Background: an optimization exercise with open tools, aiming at small area, a short achievable clock period and few clock cycles per item. Do not read the settings as production practice. No run shown here included a check of the RTL's function; only the layout flow was run.

===== flow/flow/run.sh =====
#!/bin/bash
# Standard layout, with the port buffers made of buf_1 instead of the flow's
# default pick, which is a slow delay cell. Every port still gets a buffer.
set -e
cp standard.sh standard_sh.txt
export BUFFER_PORTS_ARGS="-buffer_cell sky130_fd_sc_hd__buf_1"
bash standard.sh > standard.log 2>&1

===== flow/standard.sh =====
#!/bin/bash
# synth_recipe.tcl (not shown) runs the flow's synth.tcl, then flattens the netlist and writes it again
# the make line also repeats each setting of config.mk as NAME=value (left out here)
make -C /OpenROAD-flow-scripts/flow DESIGN_CONFIG=/design/flow/config.mk WORK_HOME=/design/flow/orfs CLKGATE_MAP_FILE= SYNTH_SCRIPT=/design/flow/synth_recipe.tcl "${@:-finish}"

===== flow/config.mk =====
export PLATFORM = sky130hd
export DESIGN_NAME = julian_day_converter
export DESIGN_NICKNAME = julian_day_converter
export VERILOG_FILES = /design/flow/design.v
export SDC_FILE = /design/flow/constraint.sdc
export NUM_CORES = 4
export LEC_CHECK = 0
export CAP_MARGIN = 20
export CORE_MARGIN = 2
export CORE_UTILIZATION = 40
export SLEW_MARGIN = 20

===== flow/constraint.sdc =====
create_clock -name core_clock -period 6.0 [get_ports {clk}]
set_input_delay 1.2000 -clock core_clock [delete_from_list [all_inputs] [get_ports {clk}]]
set_output_delay 1.2000 -clock core_clock [all_outputs]
set_load 0.01 [all_outputs]

===== flow/design.v =====
package jdc_pkg;
  localparam int YEAR_W  = 14;
  localparam int MONTH_W = 4;
  localparam int DAY_W   = 5;
  localparam int JDN_W   = 23;
  localparam int TDATA_W = 48;
  localparam logic [22:0] JDN_EPOCH = 23'd1721119;   
  localparam logic [22:0] JDN_FIRST = 23'd1721426;   
  localparam logic [22:0] JDN_LAST  = 23'd5373484;   
  localparam logic [18:0] EST_OFS = 19'd37704;
endpackage
module jdc_ctrl (
  input  logic clk,
  input  logic rst_n,
  input  logic in_tvalid,
  input  logic out_tready,
  output logic en,
  output logic vld_out
);
  logic v1_r, v2_r, v3_r;
  assign en      = ~v3_r | out_tready;
  assign vld_out = v3_r;
  always_ff @(posedge clk) begin
    if (!rst_n) begin
      v1_r <= 1'b0;
      v2_r <= 1'b0;
      v3_r <= 1'b0;
    end else if (en) begin
      v1_r <= in_tvalid;
      v2_r <= v1_r;
      v3_r <= v2_r;
    end
  end
endmodule
module jdc_fwd (
  input  logic [13:0] year,
  input  logic [3:0]  month,
  input  logic [4:0]  day,
  output logic [13:0] y_mar,
  output logic [8:0]  tday
);
  logic       early;
  logic [8:0] tmon;
  assign early = (month <= 4'd2);
  always_comb begin
    if (year == 14'd0) y_mar = early ? 14'd0 : 14'd1;
    else               y_mar = year - {13'd0, early};
  end
  always_comb begin
    case (month)
      4'd0:  tmon = 9'd275;
      4'd1:  tmon = 9'd306;
      4'd2:  tmon = 9'd337;
      4'd3:  tmon = 9'd0;
      4'd4:  tmon = 9'd31;
      4'd5:  tmon = 9'd61;
      4'd6:  tmon = 9'd92;
      4'd7:  tmon = 9'd122;
      4'd8:  tmon = 9'd153;
      4'd9:  tmon = 9'd184;
      4'd10: tmon = 9'd214;
      4'd11: tmon = 9'd245;
      4'd12: tmon = 9'd275;
      4'd13: tmon = 9'd306;
      4'd14: tmon = 9'd337;
      default: tmon = 9'd367;
    endcase
  end
  assign tday = tmon + {4'd0, day};
endmodule
import jdc_pkg::*;
module jdc_inv_est (
  input  logic [22:0] n,
  output logic [13:0] y_est,
  output logic        err
);
  logic [16:0] sa, sb, p;
  assign err   = (n < JDN_FIRST) || (n > JDN_LAST);
  logic e_c0, e_c1, e_c2, e_c3, e_c4, e_c5, e_c6, e_c7;
  logic e_c8, e_c9, e_c10, e_c11, e_c12, e_c13, e_c14, e_c15;
  logic e_c16, e_c17, e_c18, e_c19, e_c20, e_c21, e_c22, e_c23;
  logic e_c24, e_c25, e_c26, e_c27, e_c28, e_c29, e_c30, e_c31;
  logic e_c32, e_c33, e_c34, e_c35, e_c36, e_c37, e_c38, e_c39;
  logic e_c40, e_c41, e_c42, e_c43, e_c44, e_c45, e_c46, e_c47;
  logic e_c48, e_c49, e_c50, e_c51, e_c52, e_c53, e_c54, e_c55;
  logic e_c56, e_c57, e_c58, e_s0, e_s1, e_s2, e_s3, e_s4;
  logic e_s5, e_s6, e_s7, e_s8, e_s9, e_s10, e_s11, e_s12;
  logic e_s13, e_s14, e_s15, e_s16, e_s17, e_s18, e_s19, e_s20;
  logic e_s21, e_s22, e_s23, e_s24, e_s25, e_s26, e_s27, e_s28;
  logic e_s29, e_s30, e_s31, e_s32, e_s33, e_s34, e_s35, e_s36;
  logic e_s37, e_s38, e_s39, e_s40, e_s41, e_s42, e_s43, e_s44;
  logic e_s45, e_s46, e_s47, e_s48, e_s49, e_s50, e_s51, e_s52;
  logic e_s53, e_s54, e_s55, e_s56, e_s57, e_s58;
  assign e_s0 = n[7] ^ n[9];
  assign e_c0 = n[7] & n[9];
  assign e_s1 = n[8] ^ n[10];
  assign e_c1 = n[8] & n[10];
  assign e_s2 = n[9] ^ n[11] ^ n[12];
  assign e_c2 = (n[9] & n[11]) | (n[9] & n[12]) | (n[11] & n[12]);
  assign e_s3 = n[10] ^ n[12] ^ n[13];
  assign e_c3 = (n[10] & n[12]) | (n[10] & n[13]) | (n[12] & n[13]);
  assign e_s4 = n[11] ^ n[13] ^ n[14];
  assign e_c4 = (n[11] & n[13]) | (n[11] & n[14]) | (n[13] & n[14]);
  assign e_s5 = n[12] ^ n[14];
  assign e_c5 = n[12] & n[14];
  assign e_s6 = n[6] ^ n[8] ^ n[9];
  assign e_c6 = (n[6] & n[8]) | (n[6] & n[9]) | (n[8] & n[9]);
  assign e_s7 = n[10] ^ n[12] ^ ~n[15];
  assign e_c7 = (n[10] & n[12]) | (n[10] & ~n[15]) | (n[12] & ~n[15]);
  assign e_s8 = ~n[18] ^ 1'b1;
  assign e_c8 = ~n[18] & 1'b1;
  assign e_s9 = n[11] ^ n[13] ^ ~n[16];
  assign e_c9 = (n[11] & n[13]) | (n[11] & ~n[16]) | (n[13] & ~n[16]);
  assign e_s10 = ~n[19] ^ e_c0 ^ e_s1;
  assign e_c10 = (~n[19] & e_c0) | (~n[19] & e_s1) | (e_c0 & e_s1);
  assign e_s11 = n[14] ^ ~n[17] ^ ~n[20];
  assign e_c11 = (n[14] & ~n[17]) | (n[14] & ~n[20]) | (~n[17] & ~n[20]);
  assign e_s12 = 1'b1 ^ e_c1 ^ e_s2;
  assign e_c12 = (1'b1 & e_c1) | (1'b1 & e_s2) | (e_c1 & e_s2);
  assign e_s13 = n[15] ^ ~n[18] ^ ~n[21];
  assign e_c13 = (n[15] & ~n[18]) | (n[15] & ~n[21]) | (~n[18] & ~n[21]);
  assign e_s14 = 1'b1 ^ e_c2 ^ e_s3;
  assign e_c14 = (1'b1 & e_c2) | (1'b1 & e_s3) | (e_c2 & e_s3);
  assign e_s15 = n[16] ^ ~n[19] ^ ~n[22];
  assign e_c15 = (n[16] & ~n[19]) | (n[16] & ~n[22]) | (~n[19] & ~n[22]);
  assign e_s16 = 1'b1 ^ e_c3 ^ e_s4;
  assign e_c16 = (1'b1 & e_c3) | (1'b1 & e_s4) | (e_c3 & e_s4);
  assign e_s17 = n[15] ^ n[17] ^ ~n[20];
  assign e_c17 = (n[15] & n[17]) | (n[15] & ~n[20]) | (n[17] & ~n[20]);
  assign e_s18 = 1'b1 ^ e_c4 ^ e_s5;
  assign e_c18 = (1'b1 & e_c4) | (1'b1 & e_s5) | (e_c4 & e_s5);
  assign e_s19 = n[13] ^ n[15] ^ n[16];
  assign e_c19 = (n[13] & n[15]) | (n[13] & n[16]) | (n[15] & n[16]);
  assign e_s20 = n[18] ^ ~n[21] ^ e_c5;
  assign e_c20 = (n[18] & ~n[21]) | (n[18] & e_c5) | (~n[21] & e_c5);
  assign e_s21 = n[14] ^ n[16] ^ n[17];
  assign e_c21 = (n[14] & n[16]) | (n[14] & n[17]) | (n[16] & n[17]);
  assign e_s22 = n[19] ^ ~n[22];
  assign e_c22 = n[19] & ~n[22];
  assign e_s23 = n[15] ^ n[17] ^ n[18];
  assign e_c23 = (n[15] & n[17]) | (n[15] & n[18]) | (n[17] & n[18]);
  assign e_s24 = n[20] ^ 1'b1;
  assign e_c24 = n[20] & 1'b1;
  assign e_s25 = n[16] ^ n[18] ^ n[19];
  assign e_c25 = (n[16] & n[18]) | (n[16] & n[19]) | (n[18] & n[19]);
  assign e_s26 = n[17] ^ n[19] ^ n[20];
  assign e_c26 = (n[17] & n[19]) | (n[17] & n[20]) | (n[19] & n[20]);
  assign e_s27 = n[11] ^ ~n[14];
  assign e_c27 = n[11] & ~n[14];
  assign e_s28 = e_s0 ^ e_c6 ^ e_s7;
  assign e_c28 = (e_s0 & e_c6) | (e_s0 & e_s7) | (e_c6 & e_s7);
  assign e_s29 = e_c7 ^ e_c8 ^ e_s9;
  assign e_c29 = (e_c7 & e_c8) | (e_c7 & e_s9) | (e_c8 & e_s9);
  assign e_s30 = e_c9 ^ e_c10 ^ e_s11;
  assign e_c30 = (e_c9 & e_c10) | (e_c9 & e_s11) | (e_c10 & e_s11);
  assign e_s31 = e_c11 ^ e_c12 ^ e_s13;
  assign e_c31 = (e_c11 & e_c12) | (e_c11 & e_s13) | (e_c12 & e_s13);
  assign e_s32 = e_c13 ^ e_c14 ^ e_s15;
  assign e_c32 = (e_c13 & e_c14) | (e_c13 & e_s15) | (e_c14 & e_s15);
  assign e_s33 = e_c15 ^ e_c16 ^ e_s17;
  assign e_c33 = (e_c15 & e_c16) | (e_c15 & e_s17) | (e_c16 & e_s17);
  assign e_s34 = e_c17 ^ e_c18 ^ e_s19;
  assign e_c34 = (e_c17 & e_c18) | (e_c17 & e_s19) | (e_c18 & e_s19);
  assign e_s35 = e_c19 ^ e_c20 ^ e_s21;
  assign e_c35 = (e_c19 & e_c20) | (e_c19 & e_s21) | (e_c20 & e_s21);
  assign e_s36 = e_c21 ^ e_c22 ^ e_s23;
  assign e_c36 = (e_c21 & e_c22) | (e_c21 & e_s23) | (e_c22 & e_s23);
  assign e_s37 = n[21] ^ e_c23 ^ e_c24;
  assign e_c37 = (n[21] & e_c23) | (n[21] & e_c24) | (e_c23 & e_c24);
  assign e_s38 = n[22] ^ 1'b1 ^ e_c25;
  assign e_c38 = (n[22] & 1'b1) | (n[22] & e_c25) | (1'b1 & e_c25);
  assign e_s39 = n[18] ^ n[20] ^ n[21];
  assign e_c39 = (n[18] & n[20]) | (n[18] & n[21]) | (n[20] & n[21]);
  assign e_s40 = n[19] ^ n[21] ^ n[22];
  assign e_c40 = (n[19] & n[21]) | (n[19] & n[22]) | (n[21] & n[22]);
  assign e_s41 = n[20] ^ n[22];
  assign e_c41 = n[20] & n[22];
  assign e_s42 = ~n[17] ^ e_s6;
  assign e_c42 = ~n[17] & e_s6;
  assign e_s43 = e_s8 ^ e_c27 ^ e_s28;
  assign e_c43 = (e_s8 & e_c27) | (e_s8 & e_s28) | (e_c27 & e_s28);
  assign e_s44 = e_s10 ^ e_c28 ^ e_s29;
  assign e_c44 = (e_s10 & e_c28) | (e_s10 & e_s29) | (e_c28 & e_s29);
  assign e_s45 = e_s12 ^ e_c29 ^ e_s30;
  assign e_c45 = (e_s12 & e_c29) | (e_s12 & e_s30) | (e_c29 & e_s30);
  assign e_s46 = e_s14 ^ e_c30 ^ e_s31;
  assign e_c46 = (e_s14 & e_c30) | (e_s14 & e_s31) | (e_c30 & e_s31);
  assign e_s47 = e_s16 ^ e_c31 ^ e_s32;
  assign e_c47 = (e_s16 & e_c31) | (e_s16 & e_s32) | (e_c31 & e_s32);
  assign e_s48 = e_s18 ^ e_c32 ^ e_s33;
  assign e_c48 = (e_s18 & e_c32) | (e_s18 & e_s33) | (e_c32 & e_s33);
  assign e_s49 = e_s20 ^ e_c33 ^ e_s34;
  assign e_c49 = (e_s20 & e_c33) | (e_s20 & e_s34) | (e_c33 & e_s34);
  assign e_s50 = e_s22 ^ e_c34 ^ e_s35;
  assign e_c50 = (e_s22 & e_c34) | (e_s22 & e_s35) | (e_c34 & e_s35);
  assign e_s51 = e_s24 ^ e_c35 ^ e_s36;
  assign e_c51 = (e_s24 & e_c35) | (e_s24 & e_s36) | (e_c35 & e_s36);
  assign e_s52 = e_s25 ^ e_c36 ^ e_s37;
  assign e_c52 = (e_s25 & e_c36) | (e_s25 & e_s37) | (e_c36 & e_s37);
  assign e_s53 = e_s26 ^ e_c37 ^ e_s38;
  assign e_c53 = (e_s26 & e_c37) | (e_s26 & e_s38) | (e_c37 & e_s38);
  assign e_s54 = e_c26 ^ e_c38 ^ e_s39;
  assign e_c54 = (e_c26 & e_c38) | (e_c26 & e_s39) | (e_c38 & e_s39);
  assign e_s55 = 1'b1 ^ e_c39 ^ e_s40;
  assign e_c55 = (1'b1 & e_c39) | (1'b1 & e_s40) | (e_c39 & e_s40);
  assign e_s56 = 1'b1 ^ e_c40 ^ e_s41;
  assign e_c56 = (1'b1 & e_c40) | (1'b1 & e_s41) | (e_c40 & e_s41);
  assign e_s57 = n[21] ^ e_c41;
  assign e_c57 = n[21] & e_c41;
  assign e_s58 = n[22] ^ 1'b1;
  assign e_c58 = n[22] & 1'b1;
  assign sa = {e_c57, e_c56, e_c55, e_c54, e_c53, e_c52, e_c51, e_c50, e_c49, e_c48, e_c47, e_c46, e_c45, e_c44, e_c43, e_c42, e_s27};
  assign sb = {e_s58, e_s57, e_s56, e_s55, e_s54, e_s53, e_s52, e_s51, e_s50, e_s49, e_s48, e_s47, e_s46, e_s45, e_s44, e_s43, e_s42};
  assign p     = sa + sb;
  assign y_est = p[16:3];
endmodule
module jdc_inv_dec (
  input  logic [8:0]  doy,       
  input  logic        corr,      
  input  logic [13:0] y_est,
  output logic [13:0] year,
  output logic [3:0]  month,
  output logic [4:0]  day
);
  logic [3:0] m;
  logic [8:0] start;
  logic       jf;
  always_comb begin
    if      (doy >= 9'd337) begin m = 4'd11; start = 9'd337; end
    else if (doy >= 9'd306) begin m = 4'd10; start = 9'd306; end
    else if (doy >= 9'd275) begin m = 4'd9;  start = 9'd275; end
    else if (doy >= 9'd245) begin m = 4'd8;  start = 9'd245; end
    else if (doy >= 9'd214) begin m = 4'd7;  start = 9'd214; end
    else if (doy >= 9'd184) begin m = 4'd6;  start = 9'd184; end
    else if (doy >= 9'd153) begin m = 4'd5;  start = 9'd153; end
    else if (doy >= 9'd122) begin m = 4'd4;  start = 9'd122; end
    else if (doy >= 9'd92)  begin m = 4'd3;  start = 9'd92;  end
    else if (doy >= 9'd61)  begin m = 4'd2;  start = 9'd61;  end
    else if (doy >= 9'd31)  begin m = 4'd1;  start = 9'd31;  end
    else                    begin m = 4'd0;  start = 9'd0;   end
  end
  assign jf    = (m >= 4'd10);
  assign month = jf ? (m - 4'd9) : (m + 4'd3);
  assign day   = 5'(doy[4:0] - start[4:0] + 5'd1);
  assign year  = y_est + {12'd0, corr & jf, corr ^ jf};
endmodule
import jdc_pkg::*;
module julian_day_converter (
  input  logic                         clk,
  input  logic                         rst_n,
  input  logic                         in_tvalid,
  output logic                         in_tready,
  input  logic [jdc_pkg::TDATA_W-1:0]  in_tdata,
  input  logic                         in_tuser,
  output logic                         out_tvalid,
  input  logic                         out_tready,
  output logic [jdc_pkg::TDATA_W-1:0]  out_tdata,
  output logic                         out_tuser
);
  logic        en;
  logic [13:0] y_mar, y_est;
  logic [8:0]  tday;
  logic        err0;
  logic [13:0] x1_r;      
  logic [9:0]  z1_r;      
  logic        op1_r, err1_r;
  logic [11:0] q;
  logic [15:0] cprod, ca, cb;
  logic [7:0]  cent;
  logic        r99, leap;
  logic [22:0] p, pa, pb;
  logic [9:0]  p2_r;      
  logic [13:0] w2_r;      
  logic [7:0]  c2_r;
  logic        leap2_r, op2_r, err2_r;
  logic [22:0] g;
  logic [9:0]  doy_c;
  logic        corr;
  logic [8:0]  doy;
  logic [13:0] w3_r;      
  logic [9:0]  d3_r;      
  logic        op3_r, err3_r;
  logic [13:0] year_d;
  logic [3:0]  month_d;
  logic [4:0]  day_d;
  jdc_ctrl u_ctrl (
    .clk        (clk),
    .rst_n      (rst_n),
    .in_tvalid  (in_tvalid),
    .out_tready (out_tready),
    .en         (en),
    .vld_out    (out_tvalid)
  );
  jdc_fwd u_fwd (
    .year  (in_tdata[13:0]),
    .month (in_tdata[17:14]),
    .day   (in_tdata[22:18]),
    .y_mar (y_mar),
    .tday  (tday)
  );
  jdc_inv_est u_est (
    .n     (in_tdata[45:23]),
    .y_est (y_est),
    .err   (err0)
  );
  assign in_tready = en;
  always_ff @(posedge clk) begin
    if (en) begin
      x1_r   <= in_tuser ? y_est : y_mar;
      z1_r   <= in_tuser ? ~in_tdata[32:23] : {1'b0, tday};
      op1_r  <= in_tuser;
      err1_r <= in_tuser & err0;
    end
  end
  assign q     = x1_r[13:2];
  logic q_c0, q_c1, q_c2, q_c3, q_c4, q_c5, q_c6, q_c7;
  logic q_c8, q_c9, q_c10, q_c11, q_c12, q_c13, q_c14, q_c15;
  logic q_c16, q_c17, q_c18, q_c19, q_c20, q_c21, q_c22, q_c23;
  logic q_c24, q_s0, q_s1, q_s2, q_s3, q_s4, q_s5, q_s6;
  logic q_s7, q_s8, q_s9, q_s10, q_s11, q_s12, q_s13, q_s14;
  logic q_s15, q_s16, q_s17, q_s18, q_s19, q_s20, q_s21, q_s22;
  logic q_s23, q_s24;
  assign q_s0 = q[0] ^ q[2];
  assign q_c0 = q[0] & q[2];
  assign q_s1 = q[1] ^ q[3] ^ q[6];
  assign q_c1 = (q[1] & q[3]) | (q[1] & q[6]) | (q[3] & q[6]);
  assign q_s2 = q[2] ^ q[4] ^ q[7];
  assign q_c2 = (q[2] & q[4]) | (q[2] & q[7]) | (q[4] & q[7]);
  assign q_s3 = q[3] ^ q[5] ^ q[8];
  assign q_c3 = (q[3] & q[5]) | (q[3] & q[8]) | (q[5] & q[8]);
  assign q_s4 = q[4] ^ q[6] ^ q[9];
  assign q_c4 = (q[4] & q[6]) | (q[4] & q[9]) | (q[6] & q[9]);
  assign q_s5 = q[5] ^ q[7] ^ q[10];
  assign q_c5 = (q[5] & q[7]) | (q[5] & q[10]) | (q[7] & q[10]);
  assign q_s6 = q[6] ^ q[8] ^ q[11];
  assign q_c6 = (q[6] & q[8]) | (q[6] & q[11]) | (q[8] & q[11]);
  assign q_s7 = q[7] ^ q[9];
  assign q_c7 = q[7] & q[9];
  assign q_s8 = q[8] ^ q[10];
  assign q_c8 = q[8] & q[10];
  assign q_s9 = q[9] ^ q[11];
  assign q_c9 = q[9] & q[11];
  assign q_s10 = q[2] ^ ~q[7];
  assign q_c10 = q[2] & ~q[7];
  assign q_s11 = q[0] ^ q[3] ^ ~q[8];
  assign q_c11 = (q[0] & q[3]) | (q[0] & ~q[8]) | (q[3] & ~q[8]);
  assign q_s12 = q[1] ^ q[4] ^ ~q[9];
  assign q_c12 = (q[1] & q[4]) | (q[1] & ~q[9]) | (q[4] & ~q[9]);
  assign q_s13 = q[5] ^ ~q[10] ^ q_s0;
  assign q_c13 = (q[5] & ~q[10]) | (q[5] & q_s0) | (~q[10] & q_s0);
  assign q_s14 = ~q[11] ^ q_c0 ^ q_s1;
  assign q_c14 = (~q[11] & q_c0) | (~q[11] & q_s1) | (q_c0 & q_s1);
  assign q_s15 = 1'b1 ^ q_c1 ^ q_s2;
  assign q_c15 = (1'b1 & q_c1) | (1'b1 & q_s2) | (q_c1 & q_s2);
  assign q_s16 = 1'b1 ^ q_c2 ^ q_s3;
  assign q_c16 = (1'b1 & q_c2) | (1'b1 & q_s3) | (q_c2 & q_s3);
  assign q_s17 = 1'b1 ^ q_c3 ^ q_s4;
  assign q_c17 = (1'b1 & q_c3) | (1'b1 & q_s4) | (q_c3 & q_s4);
  assign q_s18 = 1'b1 ^ q_c4 ^ q_s5;
  assign q_c18 = (1'b1 & q_c4) | (1'b1 & q_s5) | (q_c4 & q_s5);
  assign q_s19 = 1'b1 ^ q_c5 ^ q_s6;
  assign q_c19 = (1'b1 & q_c5) | (1'b1 & q_s6) | (q_c5 & q_s6);
  assign q_s20 = 1'b1 ^ q_c6 ^ q_s7;
  assign q_c20 = (1'b1 & q_c6) | (1'b1 & q_s7) | (q_c6 & q_s7);
  assign q_s21 = 1'b1 ^ q_c7 ^ q_s8;
  assign q_c21 = (1'b1 & q_c7) | (1'b1 & q_s8) | (q_c7 & q_s8);
  assign q_s22 = 1'b1 ^ q_c8 ^ q_s9;
  assign q_c22 = (1'b1 & q_c8) | (1'b1 & q_s9) | (q_c8 & q_s9);
  assign q_s23 = q[10] ^ 1'b1 ^ q_c9;
  assign q_c23 = (q[10] & 1'b1) | (q[10] & q_c9) | (1'b1 & q_c9);
  assign q_s24 = q[11] ^ 1'b1;
  assign q_c24 = q[11] & 1'b1;
  assign ca = {1'b1, q_c23, q_c22, q_c21, q_c20, q_c19, q_c18, q_c17, q_c16, q_c15, q_c14, q_c13, q_c12, q_c11, q_c10, 1'b1};
  assign cb = {q_c24, q_s24, q_s23, q_s22, q_s21, q_s20, q_s19, q_s18, q_s17, q_s16, q_s15, q_s14, q_s13, q_s12, q_s11, q_s10};
  assign cprod = ca + cb;
  assign cent  = cprod[15:8];
  assign r99   = (x1_r[1:0] == 2'b11) && (cprod[7:0] >= 8'd246);
  assign leap  = (x1_r[1:0] == 2'b11) && (!r99 || (cent[1:0] == 2'b11));
  logic f_c0, f_c1, f_c2, f_c3, f_c4, f_c5, f_c6, f_c7;
  logic f_c8, f_c9, f_c10, f_c11, f_c12, f_c13, f_c14, f_c15;
  logic f_c16, f_c17, f_c18, f_c19, f_c20, f_c21, f_c22, f_c23;
  logic f_c24, f_c25, f_c26, f_c27, f_c28, f_c29, f_c30, f_c31;
  logic f_c32, f_c33, f_c34, f_c35, f_c36, f_c37, f_c38, f_c39;
  logic f_c40, f_c41, f_c42, f_c43, f_c44, f_c45, f_c46, f_c47;
  logic f_c48, f_c49, f_c50, f_c51, f_c52, f_c53, f_c54, f_c55;
  logic f_c56, f_c57, f_c58, f_c59, f_c60, f_c61, f_c62, f_c63;
  logic f_c64, f_c65, f_c66, f_c67, f_c68, f_c69, f_c70, f_c71;
  logic f_c72, f_c73, f_c74, f_c75, f_c76, f_c77, f_c78, f_c79;
  logic f_c80, f_c81, f_c82, f_c83, f_c84, f_c85, f_s0, f_s1;
  logic f_s2, f_s3, f_s4, f_s5, f_s6, f_s7, f_s8, f_s9;
  logic f_s10, f_s11, f_s12, f_s13, f_s14, f_s15, f_s16, f_s17;
  logic f_s18, f_s19, f_s20, f_s21, f_s22, f_s23, f_s24, f_s25;
  logic f_s26, f_s27, f_s28, f_s29, f_s30, f_s31, f_s32, f_s33;
  logic f_s34, f_s35, f_s36, f_s37, f_s38, f_s39, f_s40, f_s41;
  logic f_s42, f_s43, f_s44, f_s45, f_s46, f_s47, f_s48, f_s49;
  logic f_s50, f_s51, f_s52, f_s53, f_s54, f_s55, f_s56, f_s57;
  logic f_s58, f_s59, f_s60, f_s61, f_s62, f_s63, f_s64, f_s65;
  logic f_s66, f_s67, f_s68, f_s69, f_s70, f_s71, f_s72, f_s73;
  logic f_s74, f_s75, f_s76, f_s77, f_s78, f_s79, f_s80, f_s81;
  logic f_s82, f_s83, f_s84, f_s85;
  assign f_s0 = x1_r[0] ^ x1_r[1];
  assign f_c0 = x1_r[0] & x1_r[1];
  assign f_s1 = x1_r[1] ^ x1_r[2] ^ x1_r[4];
  assign f_c1 = (x1_r[1] & x1_r[2]) | (x1_r[1] & x1_r[4]) | (x1_r[2] & x1_r[4]);
  assign f_s2 = x1_r[0] ^ x1_r[2] ^ x1_r[3];
  assign f_c2 = (x1_r[0] & x1_r[2]) | (x1_r[0] & x1_r[3]) | (x1_r[2] & x1_r[3]);
  assign f_s3 = x1_r[5] ^ x1_r[6] ^ x1_r[8];
  assign f_c3 = (x1_r[5] & x1_r[6]) | (x1_r[5] & x1_r[8]) | (x1_r[6] & x1_r[8]);
  assign f_s4 = x1_r[1] ^ x1_r[3] ^ x1_r[4];
  assign f_c4 = (x1_r[1] & x1_r[3]) | (x1_r[1] & x1_r[4]) | (x1_r[3] & x1_r[4]);
  assign f_s5 = x1_r[6] ^ x1_r[7] ^ x1_r[9];
  assign f_c5 = (x1_r[6] & x1_r[7]) | (x1_r[6] & x1_r[9]) | (x1_r[7] & x1_r[9]);
  assign f_s6 = x1_r[11] ^ z1_r[9];
  assign f_c6 = x1_r[11] & z1_r[9];
  assign f_s7 = x1_r[2] ^ x1_r[4] ^ x1_r[5];
  assign f_c7 = (x1_r[2] & x1_r[4]) | (x1_r[2] & x1_r[5]) | (x1_r[4] & x1_r[5]);
  assign f_s8 = x1_r[7] ^ x1_r[8] ^ x1_r[10];
  assign f_c8 = (x1_r[7] & x1_r[8]) | (x1_r[7] & x1_r[10]) | (x1_r[8] & x1_r[10]);
  assign f_s9 = x1_r[3] ^ x1_r[5] ^ x1_r[6];
  assign f_c9 = (x1_r[3] & x1_r[5]) | (x1_r[3] & x1_r[6]) | (x1_r[5] & x1_r[6]);
  assign f_s10 = x1_r[8] ^ x1_r[9];
  assign f_c10 = x1_r[8] & x1_r[9];
  assign f_s11 = x1_r[4] ^ x1_r[6] ^ x1_r[7];
  assign f_c11 = (x1_r[4] & x1_r[6]) | (x1_r[4] & x1_r[7]) | (x1_r[6] & x1_r[7]);
  assign f_s12 = x1_r[5] ^ x1_r[7];
  assign f_c12 = x1_r[5] & x1_r[7];
  assign f_s13 = x1_r[6] ^ x1_r[8];
  assign f_c13 = x1_r[6] & x1_r[8];
  assign f_s14 = x1_r[0] ^ x1_r[2];
  assign f_c14 = x1_r[0] & x1_r[2];
  assign f_s15 = x1_r[1] ^ x1_r[3];
  assign f_c15 = x1_r[1] & x1_r[3];
  assign f_s16 = x1_r[0] ^ x1_r[2] ^ x1_r[4];
  assign f_c16 = (x1_r[0] & x1_r[2]) | (x1_r[0] & x1_r[4]) | (x1_r[2] & x1_r[4]);
  assign f_s17 = x1_r[0] ^ x1_r[1] ^ x1_r[3];
  assign f_c17 = (x1_r[0] & x1_r[1]) | (x1_r[0] & x1_r[3]) | (x1_r[1] & x1_r[3]);
  assign f_s18 = x1_r[5] ^ z1_r[3];
  assign f_c18 = x1_r[5] & z1_r[3];
  assign f_s19 = x1_r[1] ^ x1_r[2] ^ x1_r[4];
  assign f_c19 = (x1_r[1] & x1_r[2]) | (x1_r[1] & x1_r[4]) | (x1_r[2] & x1_r[4]);
  assign f_s20 = x1_r[6] ^ z1_r[4] ^ 1'b1;
  assign f_c20 = (x1_r[6] & z1_r[4]) | (x1_r[6] & 1'b1) | (z1_r[4] & 1'b1);
  assign f_s21 = x1_r[0] ^ x1_r[2] ^ x1_r[3];
  assign f_c21 = (x1_r[0] & x1_r[2]) | (x1_r[0] & x1_r[3]) | (x1_r[2] & x1_r[3]);
  assign f_s22 = x1_r[5] ^ x1_r[7] ^ z1_r[5];
  assign f_c22 = (x1_r[5] & x1_r[7]) | (x1_r[5] & z1_r[5]) | (x1_r[7] & z1_r[5]);
  assign f_s23 = x1_r[3] ^ x1_r[4] ^ x1_r[6];
  assign f_c23 = (x1_r[3] & x1_r[4]) | (x1_r[3] & x1_r[6]) | (x1_r[4] & x1_r[6]);
  assign f_s24 = x1_r[8] ^ z1_r[6] ^ f_s0;
  assign f_c24 = (x1_r[8] & z1_r[6]) | (x1_r[8] & f_s0) | (z1_r[6] & f_s0);
  assign f_s25 = x1_r[5] ^ x1_r[7] ^ x1_r[9];
  assign f_c25 = (x1_r[5] & x1_r[7]) | (x1_r[5] & x1_r[9]) | (x1_r[7] & x1_r[9]);
  assign f_s26 = z1_r[7] ^ f_c0 ^ f_s1;
  assign f_c26 = (z1_r[7] & f_c0) | (z1_r[7] & f_s1) | (f_c0 & f_s1);
  assign f_s27 = x1_r[10] ^ z1_r[8] ^ 1'b1;
  assign f_c27 = (x1_r[10] & z1_r[8]) | (x1_r[10] & 1'b1) | (z1_r[8] & 1'b1);
  assign f_s28 = f_c1 ^ f_s2 ^ f_s3;
  assign f_c28 = (f_c1 & f_s2) | (f_c1 & f_s3) | (f_s2 & f_s3);
  assign f_s29 = 1'b1 ^ f_c2 ^ f_c3;
  assign f_c29 = (1'b1 & f_c2) | (1'b1 & f_c3) | (f_c2 & f_c3);
  assign f_s30 = f_s4 ^ f_s5 ^ f_s6;
  assign f_c30 = (f_s4 & f_s5) | (f_s4 & f_s6) | (f_s5 & f_s6);
  assign f_s31 = x1_r[12] ^ f_c4 ^ f_c5;
  assign f_c31 = (x1_r[12] & f_c4) | (x1_r[12] & f_c5) | (f_c4 & f_c5);
  assign f_s32 = f_c6 ^ f_s7 ^ f_s8;
  assign f_c32 = (f_c6 & f_s7) | (f_c6 & f_s8) | (f_s7 & f_s8);
  assign f_s33 = x1_r[11] ^ x1_r[13] ^ f_c7;
  assign f_c33 = (x1_r[11] & x1_r[13]) | (x1_r[11] & f_c7) | (x1_r[13] & f_c7);
  assign f_s34 = f_c8 ^ f_s9 ^ f_s10;
  assign f_c34 = (f_c8 & f_s9) | (f_c8 & f_s10) | (f_s9 & f_s10);
  assign f_s35 = x1_r[9] ^ x1_r[10] ^ x1_r[12];
  assign f_c35 = (x1_r[9] & x1_r[10]) | (x1_r[9] & x1_r[12]) | (x1_r[10] & x1_r[12]);
  assign f_s36 = f_c9 ^ f_c10 ^ f_s11;
  assign f_c36 = (f_c9 & f_c10) | (f_c9 & f_s11) | (f_c10 & f_s11);
  assign f_s37 = x1_r[8] ^ x1_r[10] ^ x1_r[11];
  assign f_c37 = (x1_r[8] & x1_r[10]) | (x1_r[8] & x1_r[11]) | (x1_r[10] & x1_r[11]);
  assign f_s38 = x1_r[13] ^ f_c11 ^ f_s12;
  assign f_c38 = (x1_r[13] & f_c11) | (x1_r[13] & f_s12) | (f_c11 & f_s12);
  assign f_s39 = x1_r[9] ^ x1_r[11] ^ x1_r[12];
  assign f_c39 = (x1_r[9] & x1_r[11]) | (x1_r[9] & x1_r[12]) | (x1_r[11] & x1_r[12]);
  assign f_s40 = 1'b1 ^ f_c12 ^ f_s13;
  assign f_c40 = (1'b1 & f_c12) | (1'b1 & f_s13) | (f_c12 & f_s13);
  assign f_s41 = x1_r[7] ^ x1_r[9] ^ x1_r[10];
  assign f_c41 = (x1_r[7] & x1_r[9]) | (x1_r[7] & x1_r[10]) | (x1_r[9] & x1_r[10]);
  assign f_s42 = x1_r[12] ^ x1_r[13] ^ f_c13;
  assign f_c42 = (x1_r[12] & x1_r[13]) | (x1_r[12] & f_c13) | (x1_r[13] & f_c13);
  assign f_s43 = x1_r[8] ^ x1_r[10] ^ x1_r[11];
  assign f_c43 = (x1_r[8] & x1_r[10]) | (x1_r[8] & x1_r[11]) | (x1_r[10] & x1_r[11]);
  assign f_s44 = x1_r[9] ^ x1_r[11];
  assign f_c44 = x1_r[9] & x1_r[11];
  assign f_s45 = z1_r[0] ^ op1_r;
  assign f_c45 = z1_r[0] & op1_r;
  assign f_s46 = z1_r[1] ^ 1'b1 ^ f_c14;
  assign f_c46 = (z1_r[1] & 1'b1) | (z1_r[1] & f_c14) | (1'b1 & f_c14);
  assign f_s47 = z1_r[2] ^ 1'b1 ^ f_c15;
  assign f_c47 = (z1_r[2] & 1'b1) | (z1_r[2] & f_c15) | (1'b1 & f_c15);
  assign f_s48 = 1'b1 ^ f_c16 ^ f_s17;
  assign f_c48 = (1'b1 & f_c16) | (1'b1 & f_s17) | (f_c16 & f_s17);
  assign f_s49 = f_c17 ^ f_c18 ^ f_s19;
  assign f_c49 = (f_c17 & f_c18) | (f_c17 & f_s19) | (f_c18 & f_s19);
  assign f_s50 = f_c19 ^ f_c20 ^ f_s21;
  assign f_c50 = (f_c19 & f_c20) | (f_c19 & f_s21) | (f_c20 & f_s21);
  assign f_s51 = f_c21 ^ f_c22 ^ f_s23;
  assign f_c51 = (f_c21 & f_c22) | (f_c21 & f_s23) | (f_c22 & f_s23);
  assign f_s52 = f_c23 ^ f_c24 ^ f_s25;
  assign f_c52 = (f_c23 & f_c24) | (f_c23 & f_s25) | (f_c24 & f_s25);
  assign f_s53 = f_c25 ^ f_c26 ^ f_s27;
  assign f_c53 = (f_c25 & f_c26) | (f_c25 & f_s27) | (f_c26 & f_s27);
  assign f_s54 = f_c27 ^ f_c28 ^ f_s29;
  assign f_c54 = (f_c27 & f_c28) | (f_c27 & f_s29) | (f_c28 & f_s29);
  assign f_s55 = f_c29 ^ f_c30 ^ f_s31;
  assign f_c55 = (f_c29 & f_c30) | (f_c29 & f_s31) | (f_c30 & f_s31);
  assign f_s56 = f_c31 ^ f_c32 ^ f_s33;
  assign f_c56 = (f_c31 & f_c32) | (f_c31 & f_s33) | (f_c32 & f_s33);
  assign f_s57 = f_c33 ^ f_c34 ^ f_s35;
  assign f_c57 = (f_c33 & f_c34) | (f_c33 & f_s35) | (f_c34 & f_s35);
  assign f_s58 = f_c35 ^ f_c36 ^ f_s37;
  assign f_c58 = (f_c35 & f_c36) | (f_c35 & f_s37) | (f_c36 & f_s37);
  assign f_s59 = f_c37 ^ f_c38 ^ f_s39;
  assign f_c59 = (f_c37 & f_c38) | (f_c37 & f_s39) | (f_c38 & f_s39);
  assign f_s60 = f_c39 ^ f_c40 ^ f_s41;
  assign f_c60 = (f_c39 & f_c40) | (f_c39 & f_s41) | (f_c40 & f_s41);
  assign f_s61 = x1_r[13] ^ f_c41 ^ f_c42;
  assign f_c61 = (x1_r[13] & f_c41) | (x1_r[13] & f_c42) | (f_c41 & f_c42);
  assign f_s62 = x1_r[12] ^ 1'b1 ^ f_c43;
  assign f_c62 = (x1_r[12] & 1'b1) | (x1_r[12] & f_c43) | (1'b1 & f_c43);
  assign f_s63 = x1_r[10] ^ x1_r[12] ^ x1_r[13];
  assign f_c63 = (x1_r[10] & x1_r[12]) | (x1_r[10] & x1_r[13]) | (x1_r[12] & x1_r[13]);
  assign f_s64 = x1_r[11] ^ x1_r[13];
  assign f_c64 = x1_r[11] & x1_r[13];
  assign f_s65 = 1'b1 ^ f_s14;
  assign f_c65 = 1'b1 & f_s14;
  assign f_s66 = f_s15 ^ f_c45 ^ f_s46;
  assign f_c66 = (f_s15 & f_c45) | (f_s15 & f_s46) | (f_c45 & f_s46);
  assign f_s67 = f_s16 ^ f_c46 ^ f_s47;
  assign f_c67 = (f_s16 & f_c46) | (f_s16 & f_s47) | (f_c46 & f_s47);
  assign f_s68 = f_s18 ^ f_c47 ^ f_s48;
  assign f_c68 = (f_s18 & f_c47) | (f_s18 & f_s48) | (f_c47 & f_s48);
  assign f_s69 = f_s20 ^ f_c48 ^ f_s49;
  assign f_c69 = (f_s20 & f_c48) | (f_s20 & f_s49) | (f_c48 & f_s49);
  assign f_s70 = f_s22 ^ f_c49 ^ f_s50;
  assign f_c70 = (f_s22 & f_c49) | (f_s22 & f_s50) | (f_c49 & f_s50);
  assign f_s71 = f_s24 ^ f_c50 ^ f_s51;
  assign f_c71 = (f_s24 & f_c50) | (f_s24 & f_s51) | (f_c50 & f_s51);
  assign f_s72 = f_s26 ^ f_c51 ^ f_s52;
  assign f_c72 = (f_s26 & f_c51) | (f_s26 & f_s52) | (f_c51 & f_s52);
  assign f_s73 = f_s28 ^ f_c52 ^ f_s53;
  assign f_c73 = (f_s28 & f_c52) | (f_s28 & f_s53) | (f_c52 & f_s53);
  assign f_s74 = f_s30 ^ f_c53 ^ f_s54;
  assign f_c74 = (f_s30 & f_c53) | (f_s30 & f_s54) | (f_c53 & f_s54);
  assign f_s75 = f_s32 ^ f_c54 ^ f_s55;
  assign f_c75 = (f_s32 & f_c54) | (f_s32 & f_s55) | (f_c54 & f_s55);
  assign f_s76 = f_s34 ^ f_c55 ^ f_s56;
  assign f_c76 = (f_s34 & f_c55) | (f_s34 & f_s56) | (f_c55 & f_s56);
  assign f_s77 = f_s36 ^ f_c56 ^ f_s57;
  assign f_c77 = (f_s36 & f_c56) | (f_s36 & f_s57) | (f_c56 & f_s57);
  assign f_s78 = f_s38 ^ f_c57 ^ f_s58;
  assign f_c78 = (f_s38 & f_c57) | (f_s38 & f_s58) | (f_c57 & f_s58);
  assign f_s79 = f_s40 ^ f_c58 ^ f_s59;
  assign f_c79 = (f_s40 & f_c58) | (f_s40 & f_s59) | (f_c58 & f_s59);
  assign f_s80 = f_s42 ^ f_c59 ^ f_s60;
  assign f_c80 = (f_s42 & f_c59) | (f_s42 & f_s60) | (f_c59 & f_s60);
  assign f_s81 = f_s43 ^ f_c60 ^ f_s61;
  assign f_c81 = (f_s43 & f_c60) | (f_s43 & f_s61) | (f_c60 & f_s61);
  assign f_s82 = f_s44 ^ f_c61 ^ f_s62;
  assign f_c82 = (f_s44 & f_c61) | (f_s44 & f_s62) | (f_c61 & f_s62);
  assign f_s83 = f_c44 ^ f_c62 ^ f_s63;
  assign f_c83 = (f_c44 & f_c62) | (f_c44 & f_s63) | (f_c62 & f_s63);
  assign f_s84 = 1'b1 ^ f_c63 ^ f_s64;
  assign f_c84 = (1'b1 & f_c63) | (1'b1 & f_s64) | (f_c63 & f_s64);
  assign f_s85 = x1_r[12] ^ 1'b1 ^ f_c64;
  assign f_c85 = (x1_r[12] & 1'b1) | (x1_r[12] & f_c64) | (1'b1 & f_c64);
  assign pa = {1'b0, x1_r[13], f_c84, f_c83, f_c82, f_c81, f_c80, f_c79, f_c78, f_c77, f_c76, f_c75, f_c74, f_c73, f_c72, f_c71, f_c70, f_c69, f_c68, f_c67, f_c66, f_c65, f_s45};
  assign pb = {1'b0, f_c85, f_s85, f_s84, f_s83, f_s82, f_s81, f_s80, f_s79, f_s78, f_s77, f_s76, f_s75, f_s74, f_s73, f_s72, f_s71, f_s70, f_s69, f_s68, f_s67, f_s66, f_s65};
  assign p = pa + pb;
  always_ff @(posedge clk) begin
    if (en) begin
      p2_r    <= p[9:0];
      w2_r    <= op1_r ? x1_r : {1'b0, p[22:10]};
      c2_r    <= cent;
      leap2_r <= leap;
      op2_r   <= op1_r;
      err2_r  <= err1_r;
    end
  end
  assign g     = {w2_r[12:0], p2_r} - {15'd0, c2_r} + {17'd0, c2_r[7:2]};
  assign doy_c = ~g[9:0];
  assign corr  = leap2_r ? (doy_c >= 10'd366) : (doy_c >= 10'd365);
  assign doy   = corr ? 9'(doy_c - (leap2_r ? 10'd366 : 10'd365)) : doy_c[8:0];
  always_ff @(posedge clk) begin
    if (en) begin
      w3_r   <= op2_r ? w2_r : {1'b0, g[22:10]};
      d3_r   <= op2_r ? {corr, doy} : g[9:0];
      op3_r  <= op2_r;
      err3_r <= err2_r;
    end
  end
  jdc_inv_dec u_dec (
    .doy   (d3_r[8:0]),
    .corr  (d3_r[9]),
    .y_est (w3_r),
    .year  (year_d),
    .month (month_d),
    .day   (day_d)
  );
  always_comb begin
    out_tdata = '0;
    out_tuser = 1'b0;
    if (!op3_r) begin
      out_tdata[22:0] = {w3_r[12:0], d3_r};
    end else if (err3_r) begin
      out_tuser = 1'b1;
    end else begin
      out_tdata[36:23] = year_d;
      out_tdata[40:37] = month_d;
      out_tdata[45:41] = day_d;
    end
  end
endmodule

==> flow_metrics.env, run 1 <==
export IMPL_status="no timing/DRC/antenna violations"
export IMPL_finClkSkew_ns=0.00567
export IMPL_synth_top_area_share_pct=20.1
export IMPL_drtAntennaViolNets=0
export IMPL_numPortBuffers=99
export IMPL_cts_hold_buf=0
export IMPL_grt_pass1_wl_um=50200
export IMPL_cp_end_kind="output pin"
export IMPL_path_clk_slew_ns=0.07
export IMPL_cts_tree="built"
export IMPL_slowest_delay_ns=0.57
export IMPL_start_kind="flip-flop"
export IMPL_cts_resized_gates=0
export IMPL_yosysWarnings=4
export IMPL_hold_path_cell_count=0
export IMPL_synthFlopType="edfxtp_1"
export IMPL_antenna_found_initial=0
export IMPL_drt_iter0_drc=460
export IMPL_hold_path_end="err3_r"
export IMPL_die_area_sq_um=34000
export IMPL_stdcell_area_sq_um=14300
export IMPL_die_y_um=184
export IMPL_first_pass_iters=5
export IMPL_syn_area_sq_um=13000
export IMPL_synth_async_reset_ratio_pct=0
export IMPL_worstPathMaxFanout=10
export IMPL_place_inst=2019
export IMPL_rsz0062_at_grt="false"
export IMPL_final_min_clock_period_ns=5.63
export IMPL_numCtsBuffers=9
export IMPL_fin_cells=2035
export IMPL_mostFrequentLayoutCell="inv_1"
export IMPL_layout_common_cells="inv_1 (293), ha_1 (150), fa_1 (124)"
export IMPL_vias=10400
export IMPL_grt_max_degree=61
export IMPL_crit_chain="o311ai_0 -> nand2_1 -> a21o_1 -> o21bai_1 -> a21oi_1 -> o31ai_1 -> a21oi_1 -> ha_1 -> inv_1 -> o21ai_1 -> ha_1 -> ha_1 -> fa_1 -> nand2_1 -> o21ai_0 -> a21oi_1 -> buf_1"
export IMPL_ff2ff_setup_slack_ns=0.74
export IMPL_drv_cap=0
export IMPL_finalSetupViolCount=0
export IMPL_crit_type="reg2out"
export IMPL_syn_inst=1484
export IMPL_cts_setup_buffers=0
export IMPL_slew_viol_final=0
export IMPL_drive_gt1_share_pct=4.08
export IMPL_setup_tns_ns=0
export IMPL_fmaxAchievable_mhz=178
export IMPL_ys_ff_latch=90
export IMPL_required_ns=4.80
export IMPL_nets=1915
export IMPL_wl_met3_um=958
export IMPL_routed_via_density=5.12
export IMPL_htree_levels=3
export IMPL_cts_buffer_depth=2
export IMPL_cp_arrival_ns=4.43
export IMPL_die_x_um=184
export IMPL_slowest_stage="edfxtp_1"
export IMPL_synth_edf_count=87
export IMPL_start_util_pct=40.3
export IMPL_core_area_sq_um=32300
export IMPL_hold_class="reg2reg"
export IMPL_placementRows=66
export IMPL_drc_errors=0
export IMPL_finalCritPeriodShare_pct=93.8
export IMPL_synth_area_top_cells="edfxtp_1 (20%), fa_1 (19%), ha_1 (14%), inv_1 (8.5%), nor2_1 (3.2%)"
export IMPL_first_global_vias=10500
export IMPL_r2r_start="x1_r[3]"
export IMPL_worst_slew_pin_slew_ns=0.875
export IMPL_path_delay_family="compound AO/OA/AOI/OAI gates"
export IMPL_hpwl_um=24800
export IMPL_gp_congestion=0.957
export IMPL_wl_met1_um=13000
export IMPL_fill_cells=3160
export IMPL_ios=104
export IMPL_n_antenna_cell=0
export IMPL_synth_area_per_cell_sq_um=8.77
export IMPL_cts_num_sinks=90
export IMPL_clockRootBuffer="clkbuf_16"
export IMPL_slew_headroom_pct=41.6
export IMPL_wl_met2_um=15600
export IMPL_synth_distinct_cells=75
export IMPL_post_drt_wl_per_cell_um=14.7
export IMPL_path_buf_inv=2
export IMPL_final_hold_viol_count=0
export IMPL_clk_latency_ns=0.36
export IMPL_seq_area_frac_synth_pct=20.5
export IMPL_routed_wl_um=30000
export IMPL_routed_top_layer="met4"
export IMPL_worstHoldStart="err2_r"
export IMPL_track_usage_pct=18.6
export IMPL_yosysTopAreaCell="edfxtp_1"
export IMPL_place_area_sq_um=14000
export IMPL_r2r_end="w2_r[12]"
export IMPL_r2r_cells=14
export IMPL_gr_total_overflow=0
export IMPL_syn_to_final_growth_pct=10.1
## state kept, by name, indices dropped and copies added, names as in the netlist, 8 cells and up
register  cells
w2_r         14
w3_r         14
x1_r         14
d3_r         10
p2_r         10
z1_r         10
c2_r          8
## through the flow
stage / worst slack (ns) / utilization [%] / hold slack, ns
finish: 0.370 / 44.4 / 0.424
global route: 0.0848 / 44.4 / 0.429
CTS: 0.203 / 44.4 / 0.424
detailed placement: 0.267 / 43.4 / 0.406
global placement: 0.323 / 43.4 / 0.412
floorplan: 0.772 / - / 0.400
## layout make-up
| class | count | area [sq um] | share of cell area [%] |
|---|---|---|---|
| multi-input cells | 1066 | 9100 | 63.5 |
| flip-flops and latches | 90 | 2670 | 18.6 |
| inverters | 294 | 1100 | 7.71 |
| repair buffers | 127 | 582 | 4.06 |
| well taps | 442 | 553 | 3.86 |
| clock buffers | 9 | 225 | 1.57 |
| clock inverters | 7 | 91.3 | 0.637 |
## cells in the mapped netlist (all sizes together), types with 4 or more instances
cell and count:
o41ai 5, fa 124, ha 150, a21oi 85, nor4 7, o211ai 9, clkbuf 29, xor2 34
nand2b 7, o21a 24, xnor2 39, a31oi 6, a221oi 4, o31ai 15, mux2i 6, o21bai 6
edfxtp 87, nor3b 4, buf 6, o311ai 8, inv 294, a21boi 7, a2111oi 4, nand3 30
o21ai 78, nand2 91, nand4 6, nor2b 32, and3 13, or3 17, a211oi 13, nor3 34
and2 18, or4 7, a21o 23, nor2 112, o31a 5
## kinds of logic after synthesis
family	share of synthesized area [%]
flops	20.5
other cells	0.0288
simple gates	14.5
compound gates	16.3
fa+ha+maj	33.5
buf+inv	9.62
mux	0.634
xor+xnor	4.91
## metal layers
layer / global-route usage [%] / vias to the layer above
met1: 22.2 / 4946
met5: 0 / -
met2: 35.3 / 212
met3: 1.96 / 35
li1: - / 5223
met4: 4.67 / 0
## worst max path at each step
stage / from / end / slack, ns / depth (start not counted)
2_1_floorplan: in_tdata[31] / x1_r[13] / 0.77 / 15
3_3_place_gp: in_tdata[32] / x1_r[13] / 0.32 / 18
3_5_place_dp: in_tdata[35] / x1_r[6] / 0.27 / 18
4_1_cts: d3_r[3] / out_tdata[29] / 0.20 / 17
5_1_grt: d3_r[2] / out_tdata[29] / 0.08 / 17
6_report: d3_r[2] / out_tdata[29] / 0.37 / 17
## worst register-to-register path, cell delays in order, from the launching register on
cell and delay (ns):
edfxtp_1 0.66, inv_1 0.25, fa_1 0.54, fa_1 0.44, fa_1 0.40, inv_1 0.10
fa_1 0.42, ha_1 0.36, a21o_1 0.24, nor4_1 0.24, o21ai_1 0.18, a2111oi_2 0.39
o31ai_1 0.20, a2111oi_0 0.45, a211oi_1 0.12
==> run 2: changes to the inputs <==
--- a/flow/design.v
+++ b/flow/design.v
@@ -214,34 +214,55 @@
   assign p     = sa + sb;
   assign y_est = p[16:3];
 endmodule
-module jdc_inv_dec (
+module jdc_inv_mon (
   input  logic [8:0]  doy,       
+  output logic [3:0]  m          
+);
+  always_comb begin
+    if      (doy >= 9'd337) m = 4'd11;
+    else if (doy >= 9'd306) m = 4'd10;
+    else if (doy >= 9'd275) m = 4'd9;
+    else if (doy >= 9'd245) m = 4'd8;
+    else if (doy >= 9'd214) m = 4'd7;
+    else if (doy >= 9'd184) m = 4'd6;
+    else if (doy >= 9'd153) m = 4'd5;
+    else if (doy >= 9'd122) m = 4'd4;
+    else if (doy >= 9'd92)  m = 4'd3;
+    else if (doy >= 9'd61)  m = 4'd2;
+    else if (doy >= 9'd31)  m = 4'd1;
+    else                    m = 4'd0;
+  end
+endmodule
+module jdc_inv_dec (
+  input  logic [3:0]  m,         
+  input  logic [4:0]  doy_lo,    
   input  logic        corr,      
   input  logic [13:0] y_est,
   output logic [13:0] year,
   output logic [3:0]  month,
   output logic [4:0]  day
 );
-  logic [3:0] m;
-  logic [8:0] start;
+  logic [4:0] start;             
   logic       jf;
   always_comb begin
-    if      (doy >= 9'd337) begin m = 4'd11; start = 9'd337; end
-    else if (doy >= 9'd306) begin m = 4'd10; start = 9'd306; end
-    else if (doy >= 9'd275) begin m = 4'd9;  start = 9'd275; end
-    else if (doy >= 9'd245) begin m = 4'd8;  start = 9'd245; end
-    else if (doy >= 9'd214) begin m = 4'd7;  start = 9'd214; end
-    else if (doy >= 9'd184) begin m = 4'd6;  start = 9'd184; end
-    else if (doy >= 9'd153) begin m = 4'd5;  start = 9'd153; end
-    else if (doy >= 9'd122) begin m = 4'd4;  start = 9'd122; end
-    else if (doy >= 9'd92)  begin m = 4'd3;  start = 9'd92;  end
-    else if (doy >= 9'd61)  begin m = 4'd2;  start = 9'd61;  end
-    else if (doy >= 9'd31)  begin m = 4'd1;  start = 9'd31;  end
-    else                    begin m = 4'd0;  start = 9'd0;   end
+    case (m)
+      4'd0:    start = 5'(9'd0);
+      4'd1:    start = 5'(9'd31);
+      4'd2:    start = 5'(9'd61);
+      4'd3:    start = 5'(9'd92);
+      4'd4:    start = 5'(9'd122);
+      4'd5:    start = 5'(9'd153);
+      4'd6:    start = 5'(9'd184);
+      4'd7:    start = 5'(9'd214);
+      4'd8:    start = 5'(9'd245);
+      4'd9:    start = 5'(9'd275);
+      4'd10:   start = 5'(9'd306);
+      default: start = 5'(9'd337);
+    endcase
   end
   assign jf    = (m >= 4'd10);
   assign month = jf ? (m - 4'd9) : (m + 4'd3);
-  assign day   = 5'(doy[4:0] - start[4:0] + 5'd1);
+  assign day   = 5'(doy_lo - start + 5'd1);
   assign year  = y_est + {12'd0, corr & jf, corr ^ jf};
 endmodule
 import jdc_pkg::*;
@@ -277,6 +298,7 @@
   logic [9:0]  doy_c;
   logic        corr;
   logic [8:0]  doy;
+  logic [3:0]  mon;
   logic [13:0] w3_r;      
   logic [9:0]  d3_r;      
   logic        op3_r, err3_r;
@@ -587,21 +609,26 @@
   assign doy_c = ~g[9:0];
   assign corr  = leap2_r ? (doy_c >= 10'd366) : (doy_c >= 10'd365);
   assign doy   = corr ? 9'(doy_c - (leap2_r ? 10'd366 : 10'd365)) : doy_c[8:0];
+  jdc_inv_mon u_mon (
+    .doy (doy),
+    .m   (mon)
+  );
   always_ff @(posedge clk) begin
     if (en) begin
       w3_r   <= op2_r ? w2_r : {1'b0, g[22:10]};
-      d3_r   <= op2_r ? {corr, doy} : g[9:0];
+      d3_r   <= op2_r ? {corr, mon, doy[4:0]} : g[9:0];
       op3_r  <= op2_r;
       err3_r <= err2_r;
     end
   end
   jdc_inv_dec u_dec (
-    .doy   (d3_r[8:0]),
-    .corr  (d3_r[9]),
-    .y_est (w3_r),
-    .year  (year_d),
-    .month (month_d),
-    .day   (day_d)
+    .m      (d3_r[8:5]),
+    .doy_lo (d3_r[4:0]),
+    .corr   (d3_r[9]),
+    .y_est  (w3_r),
+    .year   (year_d),
+    .month  (month_d),
+    .day    (day_d)
   );
   always_comb begin
     out_tdata = '0;
==> run 2 against run 1 <==
Net effect:
- global-route usage fell by 1.1 points
- flip-flop and latch count is 5 higher
- die area grew 0.90%
- synthesized cell count down 2.0%
- highest routed layer unchanged
==> flow_metrics.env, run 2 <==
export IMPL_worstHoldStart="err2_r"
export IMPL_grt_busiest_layer="met2"
export IMPL_hold_path_end="err3_r"
export IMPL_cts_hold_buf=0
export IMPL_vias=10100
export IMPL_seq_area_frac_synth_pct=21.1
export IMPL_mostFrequentLayoutCell="inv_1"
export IMPL_post_drt_wl_per_cell_um=14.1
export IMPL_reg_top3="w2_r (14), w3_r (14), x1_r (14)"
export IMPL_layout_common_cells="inv_1 (295), ha_1 (156), fa_1 (124)"
export IMPL_cp_end_kind="flip-flop"
export IMPL_synth_common_cells="inv_1 (296), ha_1 (156), fa_1 (124), edfxtp_1 (87), nor2_1 (83)"
export IMPL_first_global_vias=9998
export IMPL_synthFlopType="edfxtp_1"
export IMPL_layout_area_seq_sq_um=2770
export IMPL_start_util_pct=40.5
export IMPL_clockRootBuffer="clkbuf_16"
export IMPL_die_y_um=185
export IMPL_gr_total_overflow=0
export IMPL_core_area_sq_um=32500
export IMPL_numCtsBuffers=9
export IMPL_cts_tree="built"
export IMPL_slew_headroom_pct=34.1
export IMPL_ios=104
export IMPL_syn_area_sq_um=13100
export IMPL_ys_ff_latch=95
export IMPL_cts_setup_buffers=0
export IMPL_rsz0062_at_grt="false"
export IMPL_synth_edf_count=87
export IMPL_finalCritPeriodShare_pct=95.4
export IMPL_start_kind="flip-flop"
export IMPL_stdcell_area_sq_um=14500
export IMPL_first_pass_iters=5
export IMPL_met2_usage_pct=32.4
export IMPL_synth_top_area_share_pct=19.9
export IMPL_antenna_found_initial=0
export IMPL_worst_slew_pin_slew_ns=0.986
export IMPL_crit_top_cell="ha_1"
export IMPL_finClkSkew_ns=0.0139
export IMPL_synth_area_top_cells="edfxtp_1 (20%), fa_1 (19%), ha_1 (15%), inv_1 (8.5%), xnor2_1 (4.2%)"
export IMPL_required_ns=6.28
export IMPL_yosysWarnings=5
export IMPL_synth_async_reset_ratio_pct=0
export IMPL_numPortBuffers=99
export IMPL_drtAntennaViolNets=0
export IMPL_path_buf_inv=2
export IMPL_setup_tns_ns=0
export IMPL_n_antenna_cell=0
export IMPL_synth_area_per_cell_sq_um=9.04
export IMPL_hold_path_cell_count=0
export IMPL_placementRows=66
export IMPL_worstPathMaxFanout=8
export IMPL_drt_iter0_drc=410
export IMPL_die_area_sq_um=34300
export IMPL_status="no timing/DRC/antenna violations"
export IMPL_cts_buffer_depth=2
export IMPL_r2r_end="u_dec.start[0]"
export IMPL_crit_chain="fa_1 -> inv_1 -> ha_1 -> a21o_1 -> and2_1 -> or4_4 -> a221o_1 -> a311oi_1 -> a211oi_1 -> or4_1 -> a2111o_1 -> and4_1 -> o32ai_1 -> buf_4 -> o21ai_0 -> ha_1 -> mux2_1 -> mux2i_1"
export IMPL_path_delay_family="compound AO/OA/AOI/OAI gates"
export IMPL_hold_class="reg2reg"
export IMPL_slowest_delay_ns=0.53
export IMPL_nets=1903
export IMPL_syn_to_final_growth_pct=10.7
export IMPL_crit_type="reg2reg"
export IMPL_met1_usage_pct=21.4
export IMPL_slowest_stage="fa_1"
export IMPL_track_usage_pct=17.5
export IMPL_slew_viol_final=0
export IMPL_r2r_start="c2_r[4]"
export IMPL_cp_arrival_ns=6.00
export IMPL_drive_gt1_share_pct=5.78
export IMPL_clk_latency_ns=0.35
export IMPL_grt_max_degree=81
export IMPL_place_area_sq_um=14200
export IMPL_hpwl_um=24300
export IMPL_fmaxAchievable_mhz=175
export IMPL_htree_levels=3
export IMPL_gp_congestion=0.864
export IMPL_drv_cap=0
export IMPL_synth_distinct_cells=74
export IMPL_ff2ff_setup_slack_ns=0.27
export IMPL_finalSetupViolCount=0
export IMPL_yosysTopAreaCell="edfxtp_1"
export IMPL_routed_via_density=5.03
export IMPL_grt_util_met3_pct=1.97
export IMPL_r2r_cells=18
export IMPL_final_hold_viol_count=0
export IMPL_die_x_um=185
export IMPL_final_min_clock_period_ns=5.73
export IMPL_multi_input_area_sq_um=9130
export IMPL_cts_num_sinks=95
export IMPL_crit_cells=18
export IMPL_grt_pass1_wl_um=48100
export IMPL_drc_errors=0
export IMPL_yosysMostFrequentCell="inv_1"
export IMPL_fill_cells=3168
export IMPL_routed_wl_um=28500
export IMPL_path_clk_slew_ns=0.06
export IMPL_syn_inst=1454
run 2: changes by cell type after synthesis, moves of 8 or more:
cell / change
nor2_1: -29
o311ai_0: -8
xnor2_1: +24
nand3_1: -9
nand2_1: -10
o21a_1: -13
and3_1: -8
run 2: layout make-up:
cell class	instances	area share [%]
multi-input cells	1029	62.8
clock buffers	10	1.57
flip-flops and latches	95	19.1
inverters	296	7.65
well taps	442	3.80
repair buffers	139	4.62
clock inverters	6	0.499
run 2: logic make-up (layout without fill, tap and decap cells):
| kind of cell | after synthesis | after routing | synth area share [%] |
|---|---|---|---|
| multiplexers | 17 | 17 | 1.48 |
| AO/OA/AOI/OAI | 315 | 315 | 15.9 |
| adder cells (fa/ha/maj) | 280 | 280 | 33.7 |
| AND/OR/NAND/NOR | 322 | 322 | 12.0 |
| buffers and inverters | 331 | 451 | 9.52 |
| flip-flops | 95 | 95 | 21.1 |
| other | 1 | 2 | 0.0285 |
| XOR/XNOR | 93 | 93 | 6.20 |
run 2: metal layers:
metal  share of wire, %  up-vias
met4                2.0        0
met2                 51      190
li1                   -     5127
met1                 44     4792
met3                2.9       33
met5                  0        -
run 2: timing repair:
item,4_1_cts,5_1_grt
hold endpoints to repair,0,0
setup endpoints to repair,0,2
resized for setup,0,4
run 2: metrics by stage:
stage	utilization (%)	worst slack, ns	cells	hold WS, ns
detailed placement	43.8	0.156	2001	0.405
global placement	43.8	0.234	2001	0.402
CTS	44.8	0.221	2017	0.420
global route	44.8	0.0272	2017	0.427
finish	44.8	0.274	2017	0.420
floorplan	-	0.560	1455	0.400
run 2: worst max path at each step:
| stage | from | endpoint | slack (ns) |
|---|---|---|---|
| after floorplan | in_tdata[33] | x1_r[13] | 0.56 |
| after global placement | in_tdata[33] | x1_r[13] | 0.23 |
| after detailed placement | in_tdata[33] | x1_r[13] | 0.16 |
| after CTS | c2_r[4] | u_dec.start[0] | 0.22 |
| after global routing | c2_r[4] | u_dec.start[0] | 0.03 |
| final | c2_r[4] | u_dec.start[0] | 0.27 |

[port drivers added, routing unchanged]
No port has a modelled driver above. Below, the same layouts with a new extraction and two added sets of constraints. Step 1, drivers: a clkbuf_16 drives clk and a buf_2 each remaining input, both assumed. Step 2 also shifts input and output timing later by t, the mid clock arrival at the registers, as if the neighbouring blocks saw the same clock. a / b / c = ideal / step 1 / step 2; a / b = the first two.
run | t, ns | slack for setup (ns) | hold slack, ns | worst register clock-pin slew, ns | cell pins on the clock port's net
run 1 | 0.404 | 0.370 / 0.324 / 0.318 | 0.424 / 0.424 / 0.424 | 0.07 / 0.07 | 1
run 2 | 0.392 | 0.274 / 0.274 / 0.182 | 0.420 / 0.420 / 0.420 | 0.07 / 0.07 | 1
After both steps every run listed still meets setup and hold. The setup slack of run 2, which loses most, moves by 0.000 ns with the drivers and by -0.092 ns with both steps.
